Context: an optimization exercise on an open-source flow, tuned for a short achievable clock period and few clock cycles per item. The choices shown serve that exercise and are no tape-out recipe.
Only simulation tests tie the RTL to the original design; equivalence was not proved.
Power figures rest on the tool's default switching activity, not on a simulated workload.

$ cat flow/constraint.sdc
create_clock -name core_clock -period 6.0 [get_ports {clk_i}]
set_input_delay 1.2000 -clock core_clock [delete_from_list [all_inputs] [get_ports {clk_i}]]
set_output_delay 1.2000 -clock core_clock [all_outputs]
set_load 0.01 [all_outputs]
$ cat flow/run.sh
#!/bin/bash
# synth_recipe.tcl (not shown) runs the flow's synth.tcl, then flattens the netlist and writes it again
# the make line also repeats each setting of config.mk as NAME=value (left out here)
make -C /OpenROAD-flow-scripts/flow DESIGN_CONFIG=/design/flow/config.mk WORK_HOME=/design/flow/orfs CLKGATE_MAP_FILE= SYNTH_SCRIPT=/design/flow/synth_recipe.tcl finish
$ cat flow/design.v
package core_pkg;
    typedef enum logic [3:0] {
        OPC_ADDI = 4'h0,
        OPC_ADD  = 4'h1,
        OPC_SUB  = 4'h2,
        OPC_AND  = 4'h3,
        OPC_OR   = 4'h4,
        OPC_XOR  = 4'h5,
        OPC_SLL  = 4'h6,
        OPC_SRL  = 4'h7,
        OPC_LUI  = 4'h8,
        OPC_BEQ  = 4'h9,
        OPC_BNE  = 4'ha,
        OPC_JAL  = 4'hb
    } opcode_e;
    typedef enum logic [2:0] {
        ALU_ADD,
        ALU_SUB,
        ALU_AND,
        ALU_OR,
        ALU_XOR,
        ALU_SLL,
        ALU_SRL
    } alu_op_e;
    typedef struct packed {
        logic [32-1:0] pc;
        logic [32-1:0] instr;
    } fetch_entry_t;
    typedef struct packed {
        logic [32-1:0]   pc;
        alu_op_e                 alu_op;
        logic [3-1:0] rd;
        logic [3-1:0] rs1;
        logic [3-1:0] rs2;
        logic [32-1:0]   imm;
        logic                    use_imm;
        logic                    is_branch;
        logic                    branch_ne;
        logic                    is_jump;
        logic                    rd_we;
    } decoded_instr_t;
    typedef struct packed {
        decoded_instr_t        instr;
        logic [32-1:0] op_a;
        logic [32-1:0] op_b;
    } ex_entry_t;
    typedef struct packed {
        logic [32-1:0]   pc;
        logic [3-1:0] rd;
        logic [32-1:0]   wdata;
        logic                    we;
    } commit_t;
    typedef struct packed {
        logic                  valid;
        logic [32-1:0] target;
    } redirect_t;
endpackage
`timescale 1ns/1ps
module core_top (
    input  logic                  clk_i,
    input  logic                  rst_ni,
    input  logic                  fetch_enable_i,
    input  logic [32-1:0] boot_addr_i,
    output logic                  imem_req_o,
    output logic [32-1:0] imem_addr_o,
    input  logic                  imem_valid_i,
    input  logic [32-1:0] imem_rdata_i,
    output logic                  commit_valid_o,
    output logic [32-1:0] commit_pc_o,
    output logic [3-1:0] commit_rd_o,
    output logic [32-1:0] commit_wdata_o,
    output logic                  commit_we_o
);
    localparam int unsigned BP_AW = 6;
    localparam int unsigned BP_N  = 1 << BP_AW;
    logic        fe_q;
    logic        boot_q;
    logic        busy_q;
    logic        drop_q;
    logic [31:0] pc_q;
    logic [31:0] rpc_q;
    logic        i_valid_q;
    logic [31:0] i_ir_q;
    logic [31:0] i_pc_q;
    logic [31:0] i_pnext_q;
    logic [31:0] i_pc4_q;
    logic [31:0] i_tgt_q;
    logic        ex_valid_q;
    logic [31:0] ex_a_q;
    logic [31:0] ex_b_q;
    logic        ex_add_q;
    logic        ex_sub_q;
    logic        ex_and_q;
    logic        ex_or_q;
    logic        ex_xor_q;
    logic        ex_sll_q;
    logic        ex_srl_q;
    logic        ex_br_q;
    logic        ex_jal_q;
    logic        ex_take_eq_q;
    logic        ex_take_ne_q;
    logic        ex_mis_eq_q;
    logic        ex_mis_ne_q;
    logic [31:0] ex_fix_eq_q;
    logic [31:0] ex_fix_ne_q;
    logic [31:0] ex_tgt_q;
    logic [31:0] ex_pc_q;
    logic [2:0]  ex_rd_q;
    logic        ex_we_q;
    logic        c_valid_q;
    logic [31:0] c_pc_q;
    logic [2:0]  c_rd_q;
    logic [31:0] c_wdata_q;
    logic        c_we_q;
    logic [31:0] regs_q [1:7];
    logic [1:0]  bt_cnt_q [BP_N];
    logic [15:0] bt_tgt_q [BP_N];
    logic        redirect;
    logic [31:0] fix;
    logic            ans;
    logic            open;
    logic [BP_N-1:0] f_sel;
    logic            f_taken;
    logic [15:0]     f_btgt;
    logic [31:0]     f_pc4;
    logic [31:0]     f_tgt;
    logic [31:0]     f_pnext;
    logic [31:0]     f_nrm;
    assign imem_req_o  = busy_q | (fe_q & ~boot_q);
    assign imem_addr_o = pc_q;
    always_comb begin
        f_taken = 1'b0;
        f_btgt  = '0;
        for (int i = 0; i < BP_N; i++) begin
            f_sel[i] = (pc_q[BP_AW+1:2] == BP_AW'(i));
            f_taken  = f_taken | (f_sel[i] & bt_cnt_q[i][1]);
            f_btgt   = f_btgt | ({16{f_sel[i]}} & bt_tgt_q[i]);
        end
    end
    assign f_pc4   = {pc_q[7:2] == 6'h3f ? pc_q[31:8] + 24'd1 : pc_q[31:8],
                      pc_q[7:2] + 6'd1, 2'b00};
    assign f_pnext = f_taken ? {pc_q[31:18], f_btgt, 2'b00} : f_pc4;
    assign f_tgt = pc_q + {{14{imem_rdata_i[15]}}, imem_rdata_i[15:0], 2'b00};
    assign ans  = imem_req_o & imem_valid_i;
    assign open = imem_req_o & ~imem_valid_i;
    always_comb begin
        if (boot_q) begin
            f_nrm = boot_addr_i;
        end else if (ans) begin
            f_nrm = drop_q ? rpc_q : f_pnext;
        end else begin
            f_nrm = pc_q;
        end
    end
    always_ff @(posedge clk_i or negedge rst_ni) begin
        if (!rst_ni) begin
            fe_q   <= 1'b0;
            boot_q <= 1'b1;
            busy_q <= 1'b0;
            drop_q <= 1'b0;
        end else begin
            fe_q   <= fetch_enable_i;
            boot_q <= 1'b0;
            busy_q <= open;
            drop_q <= open & (drop_q | redirect);
        end
    end
    always_ff @(posedge clk_i) begin
        pc_q <= (redirect & ~open) ? fix : f_nrm;
        if (!drop_q) begin
            rpc_q <= fix;
        end
    end
    always_ff @(posedge clk_i or negedge rst_ni) begin
        if (!rst_ni) begin
            i_valid_q <= 1'b0;
        end else begin
            i_valid_q <= ans & ~drop_q & ~redirect;
        end
    end
    always_ff @(posedge clk_i) begin
        i_ir_q    <= imem_rdata_i;
        i_pc_q    <= pc_q;
        i_pnext_q <= f_pnext;
        i_pc4_q   <= f_pc4;
        i_tgt_q   <= f_tgt;
    end
    logic [3:0]  opc;
    logic [2:0]  rd;
    logic [2:0]  rs1;
    logic [2:0]  rs2;
    logic [31:0] simm;
    logic        d_valid;
    logic        d_we;
    logic        d_lui;
    logic        d_jal;
    logic        d_addi;
    logic        d_br;
    logic        d_take_eq;
    logic        d_take_ne;
    logic        d_eqt;
    logic        d_eqn;
    logic [31:0] ra;
    logic [31:0] rb;
    logic        fwd_a;
    logic        fwd_b;
    logic [31:0] base_a;
    logic [31:0] base_b;
    logic [31:0] op_a;
    logic [31:0] op_b;
    assign opc  = i_ir_q[31:28];
    assign rd   = i_ir_q[27:25];
    assign rs1  = i_ir_q[24:22];
    assign rs2  = i_ir_q[21:19];
    assign simm = {{16{i_ir_q[15]}}, i_ir_q[15:0]};
    assign d_addi = (opc == 4'h0);
    assign d_lui  = (opc == 4'h8);
    assign d_jal  = (opc == 4'hb);
    assign d_br   = (opc == 4'h9) | (opc == 4'ha);
    assign d_we   = ((opc <= 4'h8) | d_jal) & (rd != 3'd0);
    assign d_take_eq = d_jal | (d_br & ~opc[1]);
    assign d_take_ne = d_jal | (d_br & opc[1]);
    assign d_eqt     = (i_tgt_q == i_pnext_q);
    assign d_eqn     = (i_pc4_q == i_pnext_q);
    assign d_valid   = i_valid_q & ~redirect;
    assign ra = (rs1 == 3'd0) ? 32'h0 : regs_q[rs1];
    assign rb = (rs2 == 3'd0) ? 32'h0 : regs_q[rs2];
    assign fwd_a = ex_valid_q & ex_we_q & (ex_rd_q == rs1) & ~d_lui & ~d_jal;
    assign fwd_b = ex_valid_q & ex_we_q & (ex_rd_q == rs2) & ~d_lui & ~d_jal & ~d_addi;
    always_comb begin
        if (d_lui) begin
            base_a = 32'h0;
        end else if (d_jal) begin
            base_a = i_pc4_q;
        end else begin
            base_a = ra;
        end
        if (d_addi) begin
            base_b = simm;
        end else if (d_lui) begin
            base_b = {i_ir_q[15:0], 16'h0};
        end else if (d_jal) begin
            base_b = 32'h0;
        end else begin
            base_b = rb;
        end
    end
    logic [31:0] sum_add;
    logic [31:0] sum_sub;
    logic [32:0] sub33;
    logic [31:0] res_and;
    logic [31:0] res_or;
    logic [31:0] res_xor;
    logic [31:0] res_sll;
    logic [31:0] res_srl;
    logic [31:0] ex_res;
    logic        eq;
    logic        take;
    assign sum_add = ex_a_q + ex_b_q;
    assign sub33   = {ex_a_q, 1'b1} + {~ex_b_q, 1'b1};
    assign sum_sub = sub33[32:1];
    assign res_and = ex_a_q & ex_b_q;
    assign res_or  = ex_a_q | ex_b_q;
    assign res_xor = ex_a_q ^ ex_b_q;
    assign res_sll = ex_a_q << ex_b_q[4:0];
    assign res_srl = ex_a_q >> ex_b_q[4:0];
    assign ex_res = ({32{ex_add_q}} & sum_add)
                  | ({32{ex_sub_q}} & sum_sub)
                  | ({32{ex_and_q}} & res_and)
                  | ({32{ex_or_q}}  & res_or)
                  | ({32{ex_xor_q}} & res_xor)
                  | ({32{ex_sll_q}} & res_sll)
                  | ({32{ex_srl_q}} & res_srl);
    always_comb begin
        op_a = fwd_a ? ex_res : base_a;
        op_b = fwd_b ? ex_res : base_b;
    end
    always_ff @(posedge clk_i or negedge rst_ni) begin
        if (!rst_ni) begin
            ex_valid_q  <= 1'b0;
            ex_mis_eq_q <= 1'b0;
            ex_mis_ne_q <= 1'b0;
        end else begin
            ex_valid_q  <= d_valid;
            ex_mis_eq_q <= d_valid & ~(d_take_eq ? d_eqt : d_eqn);
            ex_mis_ne_q <= d_valid & ~(d_take_ne ? d_eqt : d_eqn);
        end
    end
    always_ff @(posedge clk_i) begin
        ex_a_q       <= op_a;
        ex_b_q       <= op_b;
        ex_add_q     <= ~((opc >= 4'h2) & (opc <= 4'h7));
        ex_sub_q     <= (opc == 4'h2);
        ex_and_q     <= (opc == 4'h3);
        ex_or_q      <= (opc == 4'h4);
        ex_xor_q     <= (opc == 4'h5);
        ex_sll_q     <= (opc == 4'h6);
        ex_srl_q     <= (opc == 4'h7);
        ex_br_q      <= d_br;
        ex_jal_q     <= d_jal;
        ex_take_eq_q <= d_take_eq;
        ex_take_ne_q <= d_take_ne;
        ex_fix_eq_q  <= d_take_eq ? i_tgt_q : i_pc4_q;
        ex_fix_ne_q  <= d_take_ne ? i_tgt_q : i_pc4_q;
        ex_tgt_q     <= i_tgt_q;
        ex_pc_q      <= i_pc_q;
        ex_rd_q      <= rd;
        ex_we_q      <= d_we;
    end
    assign eq       = (ex_a_q == ex_b_q);
    assign take     = eq ? ex_take_eq_q : ex_take_ne_q;
    assign redirect = eq ? ex_mis_eq_q : ex_mis_ne_q;
    assign fix      = eq ? ex_fix_eq_q : ex_fix_ne_q;
    always_ff @(posedge clk_i) begin
        if (ex_valid_q & ex_we_q) begin
            regs_q[ex_rd_q] <= ex_res;
        end
    end
    logic             u_valid_q;
    logic             u_jal_q;
    logic             u_br_q;
    logic             u_take_q;
    logic [BP_AW-1:0] u_idx_q;
    logic [15:0]      u_tgt_q;
    always_ff @(posedge clk_i or negedge rst_ni) begin
        if (!rst_ni) begin
            u_valid_q <= 1'b0;
        end else begin
            u_valid_q <= ex_valid_q;
        end
    end
    always_ff @(posedge clk_i) begin
        u_jal_q  <= ex_jal_q;
        u_br_q   <= ex_br_q;
        u_take_q <= take;
        u_idx_q  <= ex_pc_q[BP_AW+1:2];
        u_tgt_q  <= ex_tgt_q[17:2];
    end
    always_ff @(posedge clk_i or negedge rst_ni) begin
        if (!rst_ni) begin
            for (int i = 0; i < BP_N; i++) bt_cnt_q[i] <= 2'd0;
        end else begin
            for (int i = 0; i < BP_N; i++) begin
                if (u_valid_q && u_idx_q == BP_AW'(i)) begin
                    if (u_jal_q) begin
                        bt_cnt_q[i] <= 2'd3;
                    end else if (u_br_q) begin
                        if (u_take_q) begin
                            if (bt_cnt_q[i] != 2'd3) bt_cnt_q[i] <= bt_cnt_q[i] + 2'd1;
                        end else begin
                            if (bt_cnt_q[i] != 2'd0) bt_cnt_q[i] <= bt_cnt_q[i] - 2'd1;
                        end
                    end else begin
                        bt_cnt_q[i] <= 2'd0;
                    end
                end
            end
        end
    end
    always_ff @(posedge clk_i) begin
        if (u_valid_q & (u_jal_q | u_br_q)) begin
            bt_tgt_q[u_idx_q] <= u_tgt_q;
        end
    end
    always_ff @(posedge clk_i or negedge rst_ni) begin
        if (!rst_ni) begin
            c_valid_q <= 1'b0;
        end else begin
            c_valid_q <= ex_valid_q;
        end
    end
    always_ff @(posedge clk_i) begin
        if (ex_valid_q) begin
            c_pc_q    <= ex_pc_q;
            c_rd_q    <= ex_rd_q;
            c_wdata_q <= ex_res;
            c_we_q    <= ex_we_q;
        end
    end
    assign commit_valid_o = c_valid_q;
    assign commit_pc_o    = c_pc_q;
    assign commit_rd_o    = c_rd_q;
    assign commit_wdata_o = c_wdata_q;
    assign commit_we_o    = c_we_q;
endmodule
$ cat flow/config.mk
export PLATFORM = sky130hd
export DESIGN_NAME = core_top
export DESIGN_NICKNAME = core_top
export VERILOG_FILES = /design/flow/design.v
export SDC_FILE = /design/flow/constraint.sdc
export NUM_CORES = 4
export LEC_CHECK = 0
export CAP_MARGIN = 20
export CORE_MARGIN = 2
export CORE_UTILIZATION = 60
export SETUP_SLACK_MARGIN = 3.0
export SLEW_MARGIN = 20
==> impl_summary.log, run 1 <==
INFO  metric status = timing/DRC/antenna clean
INFO  metric wire_per_inst = 35.65 um
INFO  metric register_area = 0.05242 mm^2
INFO  metric maxSlewViolCount = 0
INFO  metric setup.worst_path.start_class = register
INFO  metric maxCapViolations = 0
INFO  metric syn_inst = 6770
INFO  metric type_of_element_capturing_the_critical_path = register
INFO  metric final.fill_count = 8187
INFO  metric synth.lib_cells_used.distinct = 85
INFO  metric cp_data_arrival_time = 4.68 ns
INFO  metric sequential_share_of_the_synthesized_area = 63.40%
INFO  metric clock-root-buffer = sky130_fd_sc_hd__clkbuf_16
INFO  metric setup_viol = 0
INFO  metric core = 0.1358 mm^2
INFO  metric dp_hpwl = 192500 um
INFO  metric max-clock-path-buffers = 3
INFO  metric finish.cell_count_without_fillers = 9481
INFO  metric rsz0062_at_grt = yes
INFO  metric finalWorstPathRequiredPeriod = 4.097 ns
INFO  metric crit_path_top_delay_cell = sky130_fd_sc_hd__nor4_4
INFO  metric crit_path_cell_trace = buf_6 > buf_6 > or3b_4 > buf_4 > nor2_4 > buf_12 > buf_12 > buf_4 > a221oi_2 > nand3_2 > nor4_4 > a31oi_4 > a21oi_2 > o21ai_1
INFO  metric tightest_slew = 1.375 ns
INFO  metric drt_pre_antenna_iters = 10
INFO  metric placementRows = 135
INFO  metric top_level_ports = 170
INFO  metric cp_top_delay_family = simple AND/OR/NAND/NOR gates
INFO  metric max_clock_freq = 244.1 MHz
INFO  metric synthToLayoutAreaGrowth = 26.93%
INFO  metric critical_path_buf_inv_count = 6
INFO  metric final-hold-violation-count = 0
INFO  metric drt_drc_violations_left = 0
INFO  metric grt_start_max_net_pins = 89
INFO  metric cts.sink_count = 1884
INFO  metric p_leak = 38.03 nW
INFO  metric cp_max_fo = 6
INFO  metric first_global_vias = 61570
INFO  metric die_width = 374.5 um
INFO  metric power_per_cell_area = 363.3 mW/mm^2
INFO  metric initial_utilization = 60.65%
INFO  metric globalRouteTotalUtil = 45.42%
INFO  metric syn_avg_cell_area = 12.17 um^2
INFO  metric vias = 67690
INFO  metric crit_type = reg -> reg
INFO  metric synth_enable_flop_cells = 1380
INFO  metric final.setup_skew = 0.09164 ns
INFO  metric cpPeakStageDelay = 1.01 ns
INFO  metric finalPower = 0.03798 W
INFO  metric grt_pass1_wl = 450300 um
INFO  metric ctsHoldBuffers = 0
INFO  metric place.detailed.instances = 8535
INFO  metric syn_nets = 6971
INFO  metric iter_0_drt_violations = 11960
INFO  metric peakVddDrop = 0.3317 mV
INFO  metric place_congestion = 1.006
INFO  metric cts_htree_levels = 4
INFO  metric share_of_post_route_cells_with_drive_strength_above_1 = 26.12%
INFO  metric layout_worst_path_cycle_share = 68.28%
INFO  metric final_global_route_overflow_total = 0
INFO  metric cts_tree = done
INFO  metric num-nets-final = 7724
INFO  metric drt_via_density = 7.140
INFO  metric ff_latch_count_synth = 1884
INFO  metric synthesis.yosys.warnings = 2
INFO  metric antenna_found_initial = 20
INFO  metric max_slew_margin = 8.085%
INFO  metric required = 6.58 ns
INFO  metric fp.dieArea = 0.1402 mm^2
INFO  metric synth-async-reset-ratio = 7.272%
INFO  metric die_y = 374.5 um
INFO  metric multi_input_area = 0.03285 mm^2
INFO  metric cts_made_buffers = 188
INFO  metric place.port_buffers = 166
INFO  metric post_synth_instance_area = 0.08236 mm^2
INFO  metric hold_path_class = reg -> reg
INFO  metric yosys_most_used_dff = sky130_fd_sc_hd__edfxtp_1
INFO  metric clock_latency = 0.86 ns
INFO  metric fin_tns_setup = 0 ns
INFO  metric clock_pin_slew_on_the_worst_setup_and_hold_paths = 0.06 ns
INFO  metric drt.antenna.violating_nets = 0
INFO  metric wl = 338000 um
state kept, by name, summed over array words and instances (netlist names), 16 cells and up:
| signal | flops |
|---|---|
| i_pnext_q | 30 |
| i_pc_q | 30 |
| ex_fix_eq_q | 32 |
| c_wdata_q | 32 |
| ex_tgt_q | 16 |
| pc_q | 32 |
| bt_cnt_q | 128 |
| rpc_q | 32 |
| ex_pc_q | 32 |
| c_pc_q | 32 |
| i_ir_q | 29 |
| i_pc4_q | 30 |
| u_tgt_q | 16 |
| regs_q | 224 |
| ex_fix_ne_q | 32 |
| ex_b_q | 32 |
| i_tgt_q | 32 |
| ex_a_q | 32 |
| bt_tgt_q | 1024 |
through the flow:
step | hold slack, ns | util (%) | setup slack (ns) | instance area, um^2
finish | 0.3200 | 76.98 | 1.903 | 104500
floorplan | 0.3096 | - | 2.681 | 83150
global route | 0.3267 | 76.96 | 2.061 | 104500
CTS | 0.3246 | 73.64 | 2.593 | 100000
global placement | 0.3104 | 64.37 | 1.353 | 87420
detailed placement | 0.3121 | 64.40 | 1.294 | 87460
layout make-up:
class                   instances  share of cell area (%)
flip-flops and latches       1884                   50.14
multi-input cells            4316                   31.43
repair buffers                923                   9.374
clock buffers                 251                   4.939
well taps                    1781                   2.132
clock inverters               103                   1.089
inverters                     209                  0.8605
diodes                         13                 0.03112
repair inverters                1                 0.01077
cells by family (layout without fill, tap and decap cells):
kind of cell / Yosys count / after routing / synth area share, %
compound gates: 1638 / 1649 / 12.97
xor+xnor: 228 / 228 / 2.425
fa+ha+maj: 133 / 133 / 2.048
buf+inv: 584 / 1487 / 2.706
flops: 1884 / 1884 / 63.40
mux: 286 / 286 / 5.153
other cells: 1 / 14 / 0.004553
simple gates: 2016 / 2019 / 11.29
routing by layer:
metal	vias to the layer above	global-route usage, %	part of all wire [%]
li1	27130	-	-
met1	32930	58.89	33
met2	6058	64.44	41
met3	1549	17.85	17
met4	22	27.47	8.6
met5	-	0.6175	0.12
worst register-to-register path: cells and delay by family, from the launching register on:
kind                   cells  cell delay, ns
AO/OA/AOI/OAI              4            0.91
buffers and inverters      6            0.97
flip-flops                 1            0.42
AND/OR/NAND/NOR            4            1.55
synth_stat cells, types with 136 or more instances:
master / number / area [um^2]
sky130_fd_sc_hd__a22oi_1: 541 / 4061
sky130_fd_sc_hd__nor2_1: 476 / 1787
sky130_fd_sc_hd__nand2_1: 758 / 2845
sky130_fd_sc_hd__o21ai_0: 271 / 1356
sky130_fd_sc_hd__nand3_1: 181 / 905.9
sky130_fd_sc_hd__clkbuf_1: 303 / 1137
sky130_fd_sc_hd__a21oi_1: 398 / 1992
sky130_fd_sc_hd__dfxtp_1: 367 / 7347
sky130_fd_sc_hd__edfxtp_1: 1380 / 41440
sky130_fd_sc_hd__inv_1: 204 / 765.7
sky130_fd_sc_hd__nor3_1: 148 / 740.7
sky130_fd_sc_hd__dfrtp_1: 136 / 3403
cells in the final DEF, fill, tap and decap left out, types with 64 or more instances in the layout:
master and n:
sky130_fd_sc_hd__nand3_1 172, sky130_fd_sc_hd__xor2_1 103, sky130_fd_sc_hd__edfxtp_1 1380, sky130_fd_sc_hd__mux2_2 68, sky130_fd_sc_hd__a22oi_2 64, sky130_fd_sc_hd__clkdlybuf4s50_1 126, sky130_fd_sc_hd__xnor2_1 106, sky130_fd_sc_hd__mux4_2 103
sky130_fd_sc_hd__o21ai_0 209, sky130_fd_sc_hd__dfxtp_1 298, sky130_fd_sc_hd__buf_4 467, sky130_fd_sc_hd__nor3_1 110, sky130_fd_sc_hd__nor2_1 330, sky130_fd_sc_hd__mux2i_1 97, sky130_fd_sc_hd__clkbuf_16 203, sky130_fd_sc_hd__ha_1 87
sky130_fd_sc_hd__nand2_1 730, sky130_fd_sc_hd__a21oi_1 341, sky130_fd_sc_hd__nor2_4 106, sky130_fd_sc_hd__inv_1 175, sky130_fd_sc_hd__buf_12 113, sky130_fd_sc_hd__a22oi_1 477, sky130_fd_sc_hd__dfrtp_1 135, sky130_fd_sc_hd__buf_6 136
sky130_fd_sc_hd__nand4_1 95
worst paths after layout:
path | start | to | slack [ns] | cells after the start
max | pc_q[7] | pc_q[14] | 1.90 | 14
min | i_pc_q[14] | ex_pc_q[14] | 0.32 | 0
max reg2reg | pc_q[7] | pc_q[14] | 1.90 | 14
min in group asynchronous | rst_ni | bt_cnt_q[35][1] | 0.40 | 1
max in group asynchronous | rst_ni | ex_valid_q | 4.40 | 2
min reg2reg | i_pc_q[14] | ex_pc_q[14] | 0.32 | 0
what timing repair did:
action                      CTS  global route
setup endpoints to repair  1056           740
cloned                       18            21
gates resized for setup     689           492
hold endpoints to repair      0             0
buffers inserted            328           211
pin swaps                   178           279
power breakdown:
part           switching [W]  leakage [nW]  internal [W]
Combinational        0.00579          17.5       0.00327
Clock                0.00527          3.06       0.00675
Sequential          0.000973          17.5        0.0159
Testbench counts, summed over its fixed seeds: cycles 33,070, instrs 32,000.
==> run 2, diff against run 1 <==
--- a/flow/design.v
+++ b/flow/design.v
@@ -74,6 +74,7 @@
     localparam int unsigned BP_AW = 6;
     localparam int unsigned BP_N  = 1 << BP_AW;
     logic        fe_q;
+    logic        req_q;
     logic        boot_q;
     logic        busy_q;
     logic        drop_q;
@@ -88,6 +89,8 @@
     logic        ex_valid_q;
     logic [31:0] ex_a_q;
     logic [31:0] ex_b_q;
+    logic [31:0] ex_na_q;
+    logic [31:0] ex_nb_q;
     logic        ex_add_q;
     logic        ex_sub_q;
     logic        ex_and_q;
@@ -101,6 +104,7 @@
     logic        ex_take_ne_q;
     logic        ex_mis_eq_q;
     logic        ex_mis_ne_q;
+    logic        ex_mis_nb_q;
     logic [31:0] ex_fix_eq_q;
     logic [31:0] ex_fix_ne_q;
     logic [31:0] ex_tgt_q;
@@ -116,25 +120,56 @@
     logic [1:0]  bt_cnt_q [BP_N];
     logic [15:0] bt_tgt_q [BP_N];
     logic        redirect;
+    logic        ex_ok;
+    logic        eq;
     logic [31:0] fix;
     logic            ans;
     logic            open;
-    logic [BP_N-1:0] f_sel;
     logic            f_taken;
     logic [15:0]     f_btgt;
     logic [31:0]     f_pc4;
     logic [31:0]     f_tgt;
     logic [31:0]     f_pnext;
     logic [31:0]     f_nrm;
-    assign imem_req_o  = busy_q | (fe_q & ~boot_q);
+    assign imem_req_o  = req_q;
     assign imem_addr_o = pc_q;
+    logic        lk_taken_q;
+    logic [15:0] lk_tgt_q;
+    logic [16:0] lk_seq;
+    logic [16:0] lk_tk;
+    logic [16:0] lk_lfix;
+    logic [16:0] lk_fnb;
+    logic [16:0] lk_d;
+    assign f_taken = lk_taken_q;
+    assign f_btgt  = lk_tgt_q;
+    logic [BP_N-1:0] oh_q;
+    logic [BP_N-1:0] oh_seq;
+    logic [BP_N-1:0] oh_tk;
+    logic [BP_N-1:0] oh_feq;
+    logic [BP_N-1:0] oh_fne;
+    logic [BP_N-1:0] oh_rpc;
+    logic [BP_N-1:0] oh_boot;
+    logic [BP_N-1:0] oh_d;
+    assign oh_seq = {oh_q[BP_N-2:0], oh_q[BP_N-1]};
+    always_comb begin
+        for (int i = 0; i < BP_N; i++) begin
+            oh_tk[i]   = (lk_tgt_q[BP_AW-1:0] == BP_AW'(i));
+            oh_feq[i]  = (ex_fix_eq_q[BP_AW+1:2] == BP_AW'(i));
+            oh_fne[i]  = (ex_fix_ne_q[BP_AW+1:2] == BP_AW'(i));
+            oh_rpc[i]  = (rpc_q[BP_AW+1:2] == BP_AW'(i));
+            oh_boot[i] = (boot_addr_i[BP_AW+1:2] == BP_AW'(i));
+        end
+    end
     always_comb begin
-        f_taken = 1'b0;
-        f_btgt  = '0;
+        lk_seq = '0;
+        lk_tk  = '0;
+        lk_lfix = '0;
+        lk_fnb  = '0;
         for (int i = 0; i < BP_N; i++) begin
-            f_sel[i] = (pc_q[BP_AW+1:2] == BP_AW'(i));
-            f_taken  = f_taken | (f_sel[i] & bt_cnt_q[i][1]);
-            f_btgt   = f_btgt | ({16{f_sel[i]}} & bt_tgt_q[i]);
+            lk_lfix = lk_lfix | ({17{oh_feq[i]}} & {bt_cnt_q[i][1], bt_tgt_q[i]});
+            lk_fnb  = lk_fnb  | ({17{oh_fne[i]}} & {bt_cnt_q[i][1], bt_tgt_q[i]});
+            lk_seq = lk_seq | ({17{oh_seq[i]}} & {bt_cnt_q[i][1], bt_tgt_q[i]});
+            lk_tk  = lk_tk  | ({17{oh_tk[i]}}  & {bt_cnt_q[i][1], bt_tgt_q[i]});
         end
     end
     assign f_pc4   = {pc_q[7:2] == 6'h3f ? pc_q[31:8] + 24'd1 : pc_q[31:8],
@@ -145,7 +180,7 @@
     assign open = imem_req_o & ~imem_valid_i;
     always_comb begin
         if (boot_q) begin
-            f_nrm = boot_addr_i;
+            f_nrm = {boot_addr_i[31:2], 2'b00};
         end else if (ans) begin
             f_nrm = drop_q ? rpc_q : f_pnext;
         end else begin
@@ -155,17 +190,44 @@
     always_ff @(posedge clk_i or negedge rst_ni) begin
         if (!rst_ni) begin
             fe_q   <= 1'b0;
+            req_q  <= 1'b0;
             boot_q <= 1'b1;
             busy_q <= 1'b0;
             drop_q <= 1'b0;
         end else begin
             fe_q   <= fetch_enable_i;
+            req_q  <= open | fetch_enable_i;
             boot_q <= 1'b0;
             busy_q <= open;
             drop_q <= open & (drop_q | redirect);
         end
     end
+    always_comb begin
+        if (redirect & ~open) begin
+            lk_d = eq ? lk_lfix : lk_fnb;
+        end else if (boot_q | redirect) begin
+            lk_d = '0;
+        end else if (ans) begin
+            lk_d = drop_q ? 17'h0 : (f_taken ? lk_tk : lk_seq);
+        end else begin
+            lk_d = {lk_taken_q, lk_tgt_q};
+        end
+    end
+    always_comb begin
+        if (redirect & ~open) begin
+            oh_d = eq ? oh_feq : oh_fne;
+        end else if (boot_q) begin
+            oh_d = oh_boot;
+        end else if (ans) begin
+            oh_d = drop_q ? oh_rpc : (f_taken ? oh_tk : oh_seq);
+        end else begin
+            oh_d = oh_q;
+        end
+    end
     always_ff @(posedge clk_i) begin
+        oh_q       <= oh_d;
+        lk_taken_q <= lk_d[16];
+        lk_tgt_q   <= lk_d[15:0];
         pc_q <= (redirect & ~open) ? fix : f_nrm;
         if (!drop_q) begin
             rpc_q <= fix;
@@ -247,48 +309,59 @@
     end
     logic [31:0] sum_add;
     logic [31:0] sum_sub;
-    logic [32:0] sub33;
     logic [31:0] res_and;
     logic [31:0] res_or;
     logic [31:0] res_xor;
     logic [31:0] res_sll;
     logic [31:0] res_srl;
     logic [31:0] ex_res;
-    logic        eq;
     logic        take;
     assign sum_add = ex_a_q + ex_b_q;
-    assign sub33   = {ex_a_q, 1'b1} + {~ex_b_q, 1'b1};
-    assign sum_sub = sub33[32:1];
+    assign sum_sub = ~(ex_na_q + ex_b_q);
     assign res_and = ex_a_q & ex_b_q;
     assign res_or  = ex_a_q | ex_b_q;
     assign res_xor = ex_a_q ^ ex_b_q;
-    assign res_sll = ex_a_q << ex_b_q[4:0];
-    assign res_srl = ex_a_q >> ex_b_q[4:0];
+    assign res_sll = (~ex_na_q) << (~ex_nb_q[4:0]);
+    assign res_srl = (~ex_na_q) >> (~ex_nb_q[4:0]);
+    logic [31:0] res_oth;
+    logic [31:0] oth_a;
+    logic [31:0] oth_b;
+    assign res_oth = ({32{ex_and_q}} & res_and)
+                   | ({32{ex_or_q}}  & res_or)
+                   | ({32{ex_xor_q}} & res_xor)
+                   | ({32{ex_sll_q}} & res_sll)
+                   | ({32{ex_srl_q}} & res_srl);
     assign ex_res = ({32{ex_add_q}} & sum_add)
                   | ({32{ex_sub_q}} & sum_sub)
-                  | ({32{ex_and_q}} & res_and)
-                  | ({32{ex_or_q}}  & res_or)
-                  | ({32{ex_xor_q}} & res_xor)
-                  | ({32{ex_sll_q}} & res_sll)
-                  | ({32{ex_srl_q}} & res_srl);
+                  | res_oth;
+    assign oth_a = fwd_a ? res_oth : base_a;
+    assign oth_b = fwd_b ? res_oth : base_b;
     always_comb begin
-        op_a = fwd_a ? ex_res : base_a;
-        op_b = fwd_b ? ex_res : base_b;
+        op_a = ({32{fwd_a & ex_add_q}} & sum_add)
+             | ({32{fwd_a & ex_sub_q}} & sum_sub)
+             | oth_a;
+        op_b = ({32{fwd_b & ex_add_q}} & sum_add)
+             | ({32{fwd_b & ex_sub_q}} & sum_sub)
+             | oth_b;
     end
     always_ff @(posedge clk_i or negedge rst_ni) begin
         if (!rst_ni) begin
             ex_valid_q  <= 1'b0;
             ex_mis_eq_q <= 1'b0;
             ex_mis_ne_q <= 1'b0;
+            ex_mis_nb_q <= 1'b0;
         end else begin
             ex_valid_q  <= d_valid;
-            ex_mis_eq_q <= d_valid & ~(d_take_eq ? d_eqt : d_eqn);
-            ex_mis_ne_q <= d_valid & ~(d_take_ne ? d_eqt : d_eqn);
+            ex_mis_eq_q <= d_valid & d_br & ~(d_take_eq ? d_eqt : d_eqn);
+            ex_mis_ne_q <= d_valid & d_br & ~(d_take_ne ? d_eqt : d_eqn);
+            ex_mis_nb_q <= d_valid & ~d_br & ~(d_jal ? d_eqt : d_eqn);
         end
     end
     always_ff @(posedge clk_i) begin
         ex_a_q       <= op_a;
         ex_b_q       <= op_b;
+        ex_na_q      <= ~op_a;
+        ex_nb_q      <= ~op_b;
         ex_add_q     <= ~((opc >= 4'h2) & (opc <= 4'h7));
         ex_sub_q     <= (opc == 4'h2);
         ex_and_q     <= (opc == 4'h3);
@@ -307,12 +380,13 @@
         ex_rd_q      <= rd;
         ex_we_q      <= d_we;
     end
-    assign eq       = (ex_a_q == ex_b_q);
+    assign eq       = (ex_na_q == ex_nb_q);
     assign take     = eq ? ex_take_eq_q : ex_take_ne_q;
-    assign redirect = eq ? ex_mis_eq_q : ex_mis_ne_q;
+    assign ex_ok    = ex_valid_q;
+    assign redirect = ex_mis_nb_q | (eq ? ex_mis_eq_q : ex_mis_ne_q);
     assign fix      = eq ? ex_fix_eq_q : ex_fix_ne_q;
     always_ff @(posedge clk_i) begin
-        if (ex_valid_q & ex_we_q) begin
+        if (ex_ok & ex_we_q) begin
             regs_q[ex_rd_q] <= ex_res;
         end
     end
@@ -322,11 +396,16 @@
     logic             u_take_q;
     logic [BP_AW-1:0] u_idx_q;
     logic [15:0]      u_tgt_q;
+    logic [BP_N-1:0]  u_sel_q;
     always_ff @(posedge clk_i or negedge rst_ni) begin
         if (!rst_ni) begin
             u_valid_q <= 1'b0;
+            u_sel_q   <= '0;
         end else begin
-            u_valid_q <= ex_valid_q;
+            u_valid_q <= ex_ok;
+            for (int i = 0; i < BP_N; i++) begin
+                u_sel_q[i] <= ex_ok & (ex_pc_q[BP_AW+1:2] == BP_AW'(i));
+            end
         end
     end
     always_ff @(posedge clk_i) begin
@@ -341,7 +420,7 @@
             for (int i = 0; i < BP_N; i++) bt_cnt_q[i] <= 2'd0;
         end else begin
             for (int i = 0; i < BP_N; i++) begin
-                if (u_valid_q && u_idx_q == BP_AW'(i)) begin
+                if (u_sel_q[i]) begin
                     if (u_jal_q) begin
                         bt_cnt_q[i] <= 2'd3;
                     end else if (u_br_q) begin
@@ -358,15 +437,17 @@
         end
     end
     always_ff @(posedge clk_i) begin
-        if (u_valid_q & (u_jal_q | u_br_q)) begin
-            bt_tgt_q[u_idx_q] <= u_tgt_q;
+        for (int i = 0; i < BP_N; i++) begin
+            if (u_sel_q[i] & (u_jal_q | u_br_q)) begin
+                bt_tgt_q[i] <= u_tgt_q;
+            end
         end
     end
     always_ff @(posedge clk_i or negedge rst_ni) begin
         if (!rst_ni) begin
             c_valid_q <= 1'b0;
         end else begin
-            c_valid_q <= ex_valid_q;
+            c_valid_q <= ex_ok;
         end
     end
     always_ff @(posedge clk_i) begin
--- a/flow/config.mk
+++ b/flow/config.mk
@@ -7,6 +7,6 @@
 export LEC_CHECK = 0
 export CAP_MARGIN = 20
 export CORE_MARGIN = 2
-export CORE_UTILIZATION = 60
+export CORE_UTILIZATION = 45
 export SETUP_SLACK_MARGIN = 3.0
 export SLEW_MARGIN = 20
==> run 2 against run 1 <==
Net effect:
- the run now fails in global routing
- area after synthesis rose by 33%
- synthesized cell count grew 49%
==> impl_summary.log, run 2 <==
INFO  metric syn_nets = 10270 (was 6971)
INFO  metric clock-root-buffer = sky130_fd_sc_hd__clkbuf_16 (unchanged)
INFO  metric synthesis.yosys.warnings = 3 (was 2)
INFO  metric status = stopped before the end (was timing/DRC/antenna clean)
INFO  metric post_dp_cell_area = 0.1191 mm^2 (was 0.08746 mm^2)
INFO  metric ctsHoldBuffers = 0 (unchanged)
INFO  metric die_width = 497.5 um (was 374.5 um)
INFO  metric yosysMostFrequentCell = sky130_fd_sc_hd__a22oi_1 (was sky130_fd_sc_hd__edfxtp_1)
INFO  metric placementRows = 181 (was 135)
INFO  metric synth.lib_cells_used.distinct = 96 (was 85)
INFO  metric grt_start_max_net_pins = 164
INFO  metric place.detailed.instances = 13300 (was 8535)
INFO  metric top_level_ports = 170 (unchanged)
INFO  metric initial_utilization = 45.14% (was 60.65%)
INFO  metric post-synth-top-area-fraction = 40.03% (was 50.32%)
INFO  metric synthTopCellsByArea = sky130_fd_sc_hd__edfxtp_1 40%, sky130_fd_sc_hd__a22oi_1 11%, sky130_fd_sc_hd__dfxtp_1 7.8%, sky130_fd_sc_hd__dfrtp_1 4.6%, sky130_fd_sc_hd__nand2_1 3.6% (was sky130_fd_sc_hd__edfxtp_1 50%, sky130_fd_sc_hd__dfxtp_1 8.9%, sky130_fd_sc_hd__a22oi_1 4.9%, sky130_fd_sc_hd__dfrtp_1 4.1%, sky130_fd_sc_hd__nand2_1 3.5%)
INFO  metric die_y = 497.5 um (was 374.5 um)
INFO  metric syn_avg_cell_area = 10.89 um^2 (was 12.17 um^2)
INFO  metric flow.stopped_at = global routing
INFO  metric globalRouteTotalUtil = 81.22%
INFO  metric dp_hpwl = 585400 um (was 192500 um)
INFO  metric syn_inst = 10070 (was 6770)
INFO  metric yosys_most_used_dff = sky130_fd_sc_hd__edfxtp_1 (unchanged)
INFO  metric run.stop_error = [ERROR GRT-0232] Routing congestion too high. Check the congestion heatmap in the GUI.
INFO  metric sequential_share_of_the_synthesized_area = 52.38% (was 63.40%)
INFO  metric max-clock-path-buffers = 3 (unchanged)
INFO  metric cts_made_buffers = 224 (was 188)
INFO  metric synth_common_cells = 1600 x sky130_fd_sc_hd__a22oi_1, 1461 x sky130_fd_sc_hd__edfxtp_1, 1059 x sky130_fd_sc_hd__nand2_1 (was 1380 x sky130_fd_sc_hd__edfxtp_1, 758 x sky130_fd_sc_hd__nand2_1, 541 x sky130_fd_sc_hd__a22oi_1)
INFO  metric cts.sink_count = 2087 (was 1884)
INFO  metric place.port_buffers = 164 (was 166)
INFO  metric cts_htree_levels = 4 (unchanged)
INFO  metric place_congestion = 1.226 (was 1.006)
INFO  metric synth_top_cell_by_area = sky130_fd_sc_hd__edfxtp_1 (unchanged)
INFO  metric synth_enable_flop_cells = 1461 (was 1380)
INFO  metric synth-async-reset-ratio = 9.631% (was 7.272%)
INFO  metric final_global_route_overflow_total = 22
INFO  metric post_synth_instance_area = 0.1096 mm^2 (was 0.08236 mm^2)
INFO  metric ff_latch_count_synth = 2087 (was 1884)
## run 2: cell count changes after synthesis, moves of 139 or more
| cell | previous run | this run |
|---|---|---|
| sky130_fd_sc_hd__a22oi_1 | 541 | 1600 |
| sky130_fd_sc_hd__a22o_1 | 20 | 378 |
| sky130_fd_sc_hd__a221oi_1 | 31 | 369 |
| sky130_fd_sc_hd__clkbuf_1 | 303 | 633 |
| sky130_fd_sc_hd__nand2_1 | 758 | 1059 |
| sky130_fd_sc_hd__nand4_1 | 95 | 350 |
| sky130_fd_sc_hd__mux2i_1 | 109 | 248 |
## run 2: worst max path at each step
stage | startpoint | end | slack, ns | cells after the start
detailed placement | ex_nb_q[0] | ex_b_q[23] | 1.62 | 10
CTS | ex_b_q[0] | regs_q[1][22] | 2.76 | 12
floorplan | imem_rdata_i[0] | i_tgt_q[30] | 2.94 | 12
global placement | ex_fix_ne_q[2] | lk_tgt_q[1] | 1.68 | 10
## run 2: per-stage QoR
step | worst slack [ns] | hold WS [ns]
after CTS | 2.759 | 0.3207
after global placement | 1.679 | 0.3095
after detailed placement | 1.624 | 0.3132
after floorplan | 2.942 | 0.3096
## run 2: cell families after synthesis
family | share of synthesized area [%]
simple gates | 12.32
fa+ha+maj | 1.505
mux | 5.409
xor+xnor | 1.590
compound gates | 23.56
flops | 52.38
buf+inv | 3.234
other cells | 0.003422
## run 2: power by group through the flow
| stage | logic, W | registers, W | clock network (W) |
|---|---|---|---|
| after CTS | 0.0158 | 0.0202 | 0.0150 |
| after detailed placement | 0.0136 | 0.0207 | 0 |
| after global placement | 0.0136 | 0.0206 | 0 |
| after floorplan | 0.00649 | 0.0192 | 0 |
## run 2: per-layer routing
layer,GRT overflow,track usage [%]
met3,5,73.08
met1,2,82.98
met2,5,90.90
met5,1,54.29
met4,9,75.15
## run 2: repair_timing
action,in CTS
gates resized for setup,986
pin swaps,193
gates cloned,21
endpoints found under the setup margin,797
buffers inserted,377
Testbench counts of run 2, summed over its fixed seeds: cycles 33,070, instrs 32,000.
==> run 3, diff against run 2 <==
--- a/flow/design.v
+++ b/flow/design.v
@@ -73,10 +73,9 @@
 );
     localparam int unsigned BP_AW = 6;
     localparam int unsigned BP_N  = 1 << BP_AW;
-    logic        fe_q;
+    localparam int unsigned TW    = 10;
     logic        req_q;
     logic        boot_q;
-    logic        busy_q;
     logic        drop_q;
     logic [31:0] pc_q;
     logic [31:0] rpc_q;
@@ -118,7 +117,7 @@
     logic        c_we_q;
     logic [31:0] regs_q [1:7];
     logic [1:0]  bt_cnt_q [BP_N];
-    logic [15:0] bt_tgt_q [BP_N];
+    logic [TW-1:0] bt_tgt_q [BP_N];
     logic        redirect;
     logic        ex_ok;
     logic        eq;
@@ -126,7 +125,7 @@
     logic            ans;
     logic            open;
     logic            f_taken;
-    logic [15:0]     f_btgt;
+    logic [TW-1:0]   f_btgt;
     logic [31:0]     f_pc4;
     logic [31:0]     f_tgt;
     logic [31:0]     f_pnext;
@@ -134,12 +133,10 @@
     assign imem_req_o  = req_q;
     assign imem_addr_o = pc_q;
     logic        lk_taken_q;
-    logic [15:0] lk_tgt_q;
-    logic [16:0] lk_seq;
-    logic [16:0] lk_tk;
-    logic [16:0] lk_lfix;
-    logic [16:0] lk_fnb;
-    logic [16:0] lk_d;
+    logic [TW-1:0] lk_tgt_q;
+    logic [TW:0] lk_seq;
+    logic [TW:0] lk_tk;
+    logic [TW:0] lk_d;
     assign f_taken = lk_taken_q;
     assign f_btgt  = lk_tgt_q;
     logic [BP_N-1:0] oh_q;
@@ -163,18 +160,14 @@
     always_comb begin
         lk_seq = '0;
         lk_tk  = '0;
-        lk_lfix = '0;
-        lk_fnb  = '0;
         for (int i = 0; i < BP_N; i++) begin
-            lk_lfix = lk_lfix | ({17{oh_feq[i]}} & {bt_cnt_q[i][1], bt_tgt_q[i]});
-            lk_fnb  = lk_fnb  | ({17{oh_fne[i]}} & {bt_cnt_q[i][1], bt_tgt_q[i]});
-            lk_seq = lk_seq | ({17{oh_seq[i]}} & {bt_cnt_q[i][1], bt_tgt_q[i]});
-            lk_tk  = lk_tk  | ({17{oh_tk[i]}}  & {bt_cnt_q[i][1], bt_tgt_q[i]});
+            lk_seq = lk_seq | ({(TW+1){oh_seq[i]}} & {bt_cnt_q[i][1], bt_tgt_q[i]});
+            lk_tk  = lk_tk  | ({(TW+1){oh_tk[i]}}  & {bt_cnt_q[i][1], bt_tgt_q[i]});
         end
     end
     assign f_pc4   = {pc_q[7:2] == 6'h3f ? pc_q[31:8] + 24'd1 : pc_q[31:8],
                       pc_q[7:2] + 6'd1, 2'b00};
-    assign f_pnext = f_taken ? {pc_q[31:18], f_btgt, 2'b00} : f_pc4;
+    assign f_pnext = f_taken ? {pc_q[31:TW+2], f_btgt, 2'b00} : f_pc4;
     assign f_tgt = pc_q + {{14{imem_rdata_i[15]}}, imem_rdata_i[15:0], 2'b00};
     assign ans  = imem_req_o & imem_valid_i;
     assign open = imem_req_o & ~imem_valid_i;
@@ -189,26 +182,22 @@
     end
     always_ff @(posedge clk_i or negedge rst_ni) begin
         if (!rst_ni) begin
-            fe_q   <= 1'b0;
             req_q  <= 1'b0;
             boot_q <= 1'b1;
-            busy_q <= 1'b0;
             drop_q <= 1'b0;
         end else begin
-            fe_q   <= fetch_enable_i;
             req_q  <= open | fetch_enable_i;
             boot_q <= 1'b0;
-            busy_q <= open;
             drop_q <= open & (drop_q | redirect);
         end
     end
     always_comb begin
         if (redirect & ~open) begin
-            lk_d = eq ? lk_lfix : lk_fnb;
+            lk_d = '0;
         end else if (boot_q | redirect) begin
             lk_d = '0;
         end else if (ans) begin
-            lk_d = drop_q ? 17'h0 : (f_taken ? lk_tk : lk_seq);
+            lk_d = drop_q ? '0 : (f_taken ? lk_tk : lk_seq);
         end else begin
             lk_d = {lk_taken_q, lk_tgt_q};
         end
@@ -226,8 +215,8 @@
     end
     always_ff @(posedge clk_i) begin
         oh_q       <= oh_d;
-        lk_taken_q <= lk_d[16];
-        lk_tgt_q   <= lk_d[15:0];
+        lk_taken_q <= lk_d[TW];
+        lk_tgt_q   <= lk_d[TW-1:0];
         pc_q <= (redirect & ~open) ? fix : f_nrm;
         if (!drop_q) begin
             rpc_q <= fix;
@@ -390,19 +379,15 @@
             regs_q[ex_rd_q] <= ex_res;
         end
     end
-    logic             u_valid_q;
     logic             u_jal_q;
     logic             u_br_q;
     logic             u_take_q;
-    logic [BP_AW-1:0] u_idx_q;
-    logic [15:0]      u_tgt_q;
+    logic [TW-1:0]    u_tgt_q;
     logic [BP_N-1:0]  u_sel_q;
     always_ff @(posedge clk_i or negedge rst_ni) begin
         if (!rst_ni) begin
-            u_valid_q <= 1'b0;
             u_sel_q   <= '0;
         end else begin
-            u_valid_q <= ex_ok;
             for (int i = 0; i < BP_N; i++) begin
                 u_sel_q[i] <= ex_ok & (ex_pc_q[BP_AW+1:2] == BP_AW'(i));
             end
@@ -412,8 +397,7 @@
         u_jal_q  <= ex_jal_q;
         u_br_q   <= ex_br_q;
         u_take_q <= take;
-        u_idx_q  <= ex_pc_q[BP_AW+1:2];
-        u_tgt_q  <= ex_tgt_q[17:2];
+        u_tgt_q  <= ex_tgt_q[TW+1:2];
     end
     always_ff @(posedge clk_i or negedge rst_ni) begin
         if (!rst_ni) begin
@@ -425,7 +409,7 @@
                         bt_cnt_q[i] <= 2'd3;
                     end else if (u_br_q) begin
                         if (u_take_q) begin
-                            if (bt_cnt_q[i] != 2'd3) bt_cnt_q[i] <= bt_cnt_q[i] + 2'd1;
+                            bt_cnt_q[i] <= 2'd3;
                         end else begin
                             if (bt_cnt_q[i] != 2'd0) bt_cnt_q[i] <= bt_cnt_q[i] - 2'd1;
                         end
--- a/flow/config.mk
+++ b/flow/config.mk
@@ -7,6 +7,6 @@
 export LEC_CHECK = 0
 export CAP_MARGIN = 20
 export CORE_MARGIN = 2
-export CORE_UTILIZATION = 45
-export SETUP_SLACK_MARGIN = 3.0
+export CORE_UTILIZATION = 35
+export SETUP_SLACK_MARGIN = 2.5
 export SLEW_MARGIN = 20
==> run 3 against run 2 <==
Net effect:
- now fails the layout checks on antenna violations
- synthesized cell count down 30%
- area after synthesis down 27%
==> impl_summary.log, run 3 <==
INFO  metric syn_avg_cell_area = 11.45 um^2 (was 10.89 um^2)
INFO  metric cp_data_arrival_time = 4.49 ns
INFO  metric cts_tree = done
INFO  metric vias = 70890
INFO  metric drt.antenna.violating_nets = 1
INFO  metric cp_max_fo = 13
INFO  metric cts_htree_levels = 4 (unchanged)
INFO  metric maxSlewViolCount = 0
INFO  metric syn_inst = 7010 (was 10070)
INFO  metric yosysMostFrequentCell = sky130_fd_sc_hd__edfxtp_1 (was sky130_fd_sc_hd__a22oi_1)
INFO  metric wl = 408400 um
INFO  metric crit_path_top_delay_cell = sky130_fd_sc_hd__nor2_4
INFO  metric dp_hpwl = 261400 um (was 585400 um)
INFO  metric peakVddDrop = 0.3442 mV
INFO  metric clock-root-buffer = sky130_fd_sc_hd__clkbuf_16 (unchanged)
INFO  metric max_slew_margin = 12.16%
INFO  metric r2r_setup_slack = 2.27 ns
INFO  metric status = failed layout checks (was stopped before the end)
INFO  metric cts_made_buffers = 181 (was 224)
INFO  metric die_width = 482.8 um (was 497.5 um)
INFO  metric synth.lib_cells_used.distinct = 92 (was 96)
INFO  metric worst_hold_path.endpoint = ex_pc_q[14]
INFO  metric layout_worst_path_cycle_share = 62.20%
INFO  metric rr_startpoint = lk_tgt_q[1]
INFO  metric fp.dieArea = 0.2331 mm^2
INFO  metric first_global_vias = 64390
INFO  metric setup.worst_path.start_class = register
INFO  metric synth_top_cell_by_area = sky130_fd_sc_hd__edfxtp_1 (unchanged)
INFO  metric top_level_ports = 170 (unchanged)
INFO  metric final-hold-violation-count = 0
INFO  metric synth_common_cells = 1060 x sky130_fd_sc_hd__edfxtp_1, 526 x sky130_fd_sc_hd__nand2_1, 522 x sky130_fd_sc_hd__nor2_1 (was 1600 x sky130_fd_sc_hd__a22oi_1, 1461 x sky130_fd_sc_hd__edfxtp_1, 1059 x sky130_fd_sc_hd__nand2_1)
INFO  metric final_global_route_overflow_total = 0
INFO  metric layout_top_registers = bt_tgt_q (640), regs_q (224), bt_cnt_q (128)
INFO  metric startpoint = lk_tgt_q[1]
INFO  metric placementRows = 175 (was 181)
INFO  metric worst_r2r_path_depth = 9
INFO  metric fin_tns_setup = 0 ns
INFO  metric crit_path_cell_trace = buf_4 > nor2b_1 > nand3_1 > nor2_4 > a221oi_1 > nand4_1 > o31ai_2 > buf_4 > a311oi_1
INFO  metric die_y = 482.8 um (was 497.5 um)
INFO  metric critPathMostFrequentCell = sky130_fd_sc_hd__buf_4
INFO  metric globalRouteTotalUtil = 33.92%
INFO  metric rsz0062_at_grt = yes
INFO  metric wire_per_inst = 38.93 um
INFO  metric layout.cells.most_common = sky130_fd_sc_hd__edfxtp_1
INFO  metric antenna_found_initial = 53
INFO  metric place_congestion = 1.021 (was 1.226)
INFO  metric drt_pre_antenna_iters = 11
INFO  metric failed_layout_checks = antenna violations
INFO  metric grt_pass1_wl = 543800 um
INFO  metric cts.sink_count = 1685 (was 2087)
INFO  metric tightest_slew = 1.315 ns
INFO  metric synthesis.yosys.warnings = 3 (unchanged)
INFO  metric core = 0.2277 mm^2
INFO  metric preCtsSetupSlack = 1.224 ns (was 1.624 ns)
INFO  metric grt_start_max_net_pins = 113
INFO  metric worst_setup_slack_final = 2.268 ns
INFO  metric crit_type = reg -> reg
INFO  metric max-clock-path-buffers = 3 (unchanged)
INFO  metric final.setup_skew = 0.07591 ns
INFO  metric required = 6.76 ns
INFO  metric share_of_post_route_cells_with_drive_strength_above_1 = 14.68%
INFO  metric max_clock_freq = 268.0 MHz
INFO  metric setup_viol = 0
INFO  metric mostFrequentLayoutCells = 1060 x sky130_fd_sc_hd__edfxtp_1, 516 x sky130_fd_sc_hd__nand2_1, 477 x sky130_fd_sc_hd__nor2_1
INFO  metric drt_drc_violations_left = 0
INFO  metric post-synth-top-area-fraction = 39.67% (was 40.03%)
INFO  metric finish.cell_count_without_fillers = 10490
INFO  metric cpPeakStageDelay = 1.10 ns
INFO  metric drt_via_density = 6.757
INFO  metric ctsHoldBuffers = 0 (unchanged)
INFO  metric post_synth_instance_area = 0.08025 mm^2 (was 0.1096 mm^2)
INFO  metric hold_path_class = reg -> reg
INFO  metric ff_latch_count_synth = 1685 (was 2087)
INFO  metric place.port_buffers = 164 (unchanged)
INFO  metric synth_enable_flop_cells = 1060 (was 1461)
INFO  metric clock_latency = 0.87 ns
INFO  metric initial_utilization = 35.24% (was 45.14%)
INFO  metric synth-async-reset-ratio = 11.93% (was 9.631%)
INFO  metric p_leak = 33.97 nW
INFO  metric timing.rr.end = lk_taken_q
INFO  metric yosys_most_used_dff = sky130_fd_sc_hd__edfxtp_1 (unchanged)
INFO  metric synthTopCellsByArea = sky130_fd_sc_hd__edfxtp_1 40%, sky130_fd_sc_hd__dfxtp_1 11%, sky130_fd_sc_hd__dfrtp_1 6.2%, sky130_fd_sc_hd__a22oi_1 3.6%, sky130_fd_sc_hd__ha_1 3.0% (was sky130_fd_sc_hd__edfxtp_1 40%, sky130_fd_sc_hd__a22oi_1 11%, sky130_fd_sc_hd__dfxtp_1 7.8%, sky130_fd_sc_hd__dfrtp_1 4.6%, sky130_fd_sc_hd__nand2_1 3.6%)
INFO  metric maxCapViolations = 0
INFO  metric num-nets-final = 7504
INFO  metric sequential_share_of_the_synthesized_area = 56.51% (was 52.38%)
INFO  metric min_delay_path_depth = 0
INFO  metric finalWorstPathRequiredPeriod = 3.732 ns
INFO  metric iter_0_drt_violations = 12610
INFO  metric largest_reg_flops = 640
INFO  metric power_per_cell_area = 389.1 mW/mm^2
INFO  metric place.detailed.instances = 10010 (was 13300)
INFO  metric worstHoldStart = i_pc_q[14]
INFO  metric registers.top_by_ff_count = bt_tgt_q
INFO  metric clock_pin_slew_on_the_worst_setup_and_hold_paths = 0.06 ns
INFO  metric type_of_element_capturing_the_critical_path = register
INFO  metric synthToLayoutAreaGrowth = 17.44%
INFO  metric syn_nets = 7272 (was 10270)
## run 3: changes by cell type after synthesis, sizes merged, moves of 121 or more
cell    change
nand2     -533
nand4     -213
inv       +193
edfxtp    -401
clkbuf    -265
a22o      -173
a22oi    -1213
a221oi    -179
a21oi     +121
## run 3: per-layer routing
metal  up-vias  GRT usage, %  wire length, um
met3      1879         15.68            59350
met4        45         22.48            33680
met1     35190         41.51           147600
met5         -         2.042              843
li1      27430             -                -
met2      6352         47.38           167000
## run 3: cell families after synthesis
kind of cell | after synthesis | synth area share, %
AO/OA/AOI/OAI | 2075 | 18.30
XOR/XNOR | 213 | 2.325
adder cells (fa/ha/maj) | 194 | 3.053
buffers and inverters | 776 | 3.711
flip-flops | 1685 | 56.51
multiplexers | 417 | 6.692
other | 1 | 0.004673
AND/OR/NAND/NOR | 1649 | 9.399
## run 3: worst max path at each step
stage,to,slack [ns],depth (start not counted)
after global routing,ex_b_q[31],2.44,13
after CTS,oh_q[53],2.49,12
after global placement,i_tgt_q[31],1.06,12
after detailed placement,i_tgt_q[31],1.22,12
after floorplan,i_tgt_q[30],2.51,13
final,lk_taken_q,2.27,9
## run 3: cell type report
type                       count  area (um^2)
fill                       21480       133500
sequential                  1685        45450
multi-input combinational   4550        33110
clock buffer                 239         5005
timing repair buffer         491         4323
tap                         3009         3765
inverter                     333         1252
clock inverter                99         1129
antenna                       86        215.2
## run 3: power breakdown
part           internal [W]  total, W  leakage [nW]  switching [W]
Clock               0.00651    0.0117          2.99        0.00516
Sequential           0.0144    0.0162          16.1        0.00184
Combinational       0.00301   0.00880          14.9        0.00578
## run 3: critical path: cells and delay by family (launching register included)
family | cells | cell delay (ns)
buffers and inverters | 2 | 0.44
DFF | 1 | 0.30
AOI/OAI and AO/OA | 3 | 0.74
and+or+nand+nor | 4 | 2.11
## run 3: metrics by stage
step	instance area, um^2	power [W]	hold WS [ns]	util (%)
6_report	94240	0.03667	0.3208	41.39
3_3_place_gp	86540	0.02413	0.3099	38.00
3_5_place_dp	86550	0.02431	0.3121	38.01
4_1_cts	93390	0.03600	0.3235	41.01
5_1_grt	94090	0.03750	0.3303	41.32
2_1_floorplan	80290	0.02026	0.3096	-
## run 3: repair_timing
item | CTS | global route
gates resized for setup | 90 | 100
setup buffers | 34 | 22
endpoints found under the setup margin | 515 | 415
cloned | 1 | 0
pin swaps | 25 | 24
Testbench counts of run 3, summed over its fixed seeds: cycles 33,434, instrs 32,000.

-- port drivers added, routing unchanged --
The flow's constraints put no driver on any port. The routed layouts listed below were extracted and timed again, unchanged, in two steps.
Step 1, drivers: a clkbuf_16 drives clk_i and a buf_2 each remaining input, both assumed.
Step 2 also shifts input and output timing later by t, the mid clock arrival at the registers, as if the neighbouring blocks saw the same clock.
a / b / c = ideal ports / drivers / drivers and shift; a / b = the first two.
run | shift t [ns] | setup WS [ns] | worst register clock-pin slew, ns
run 1 | 0.900 | 1.903 / 1.903 / 1.903 | 0.08 / 0.08
run 3 | 0.938 | 2.268 / 2.268 / 1.650 | 0.08 / 0.08
For run 3, which loses most, drivers alone change the setup slack by 0.000 ns; drivers and shift together by -0.618 ns.
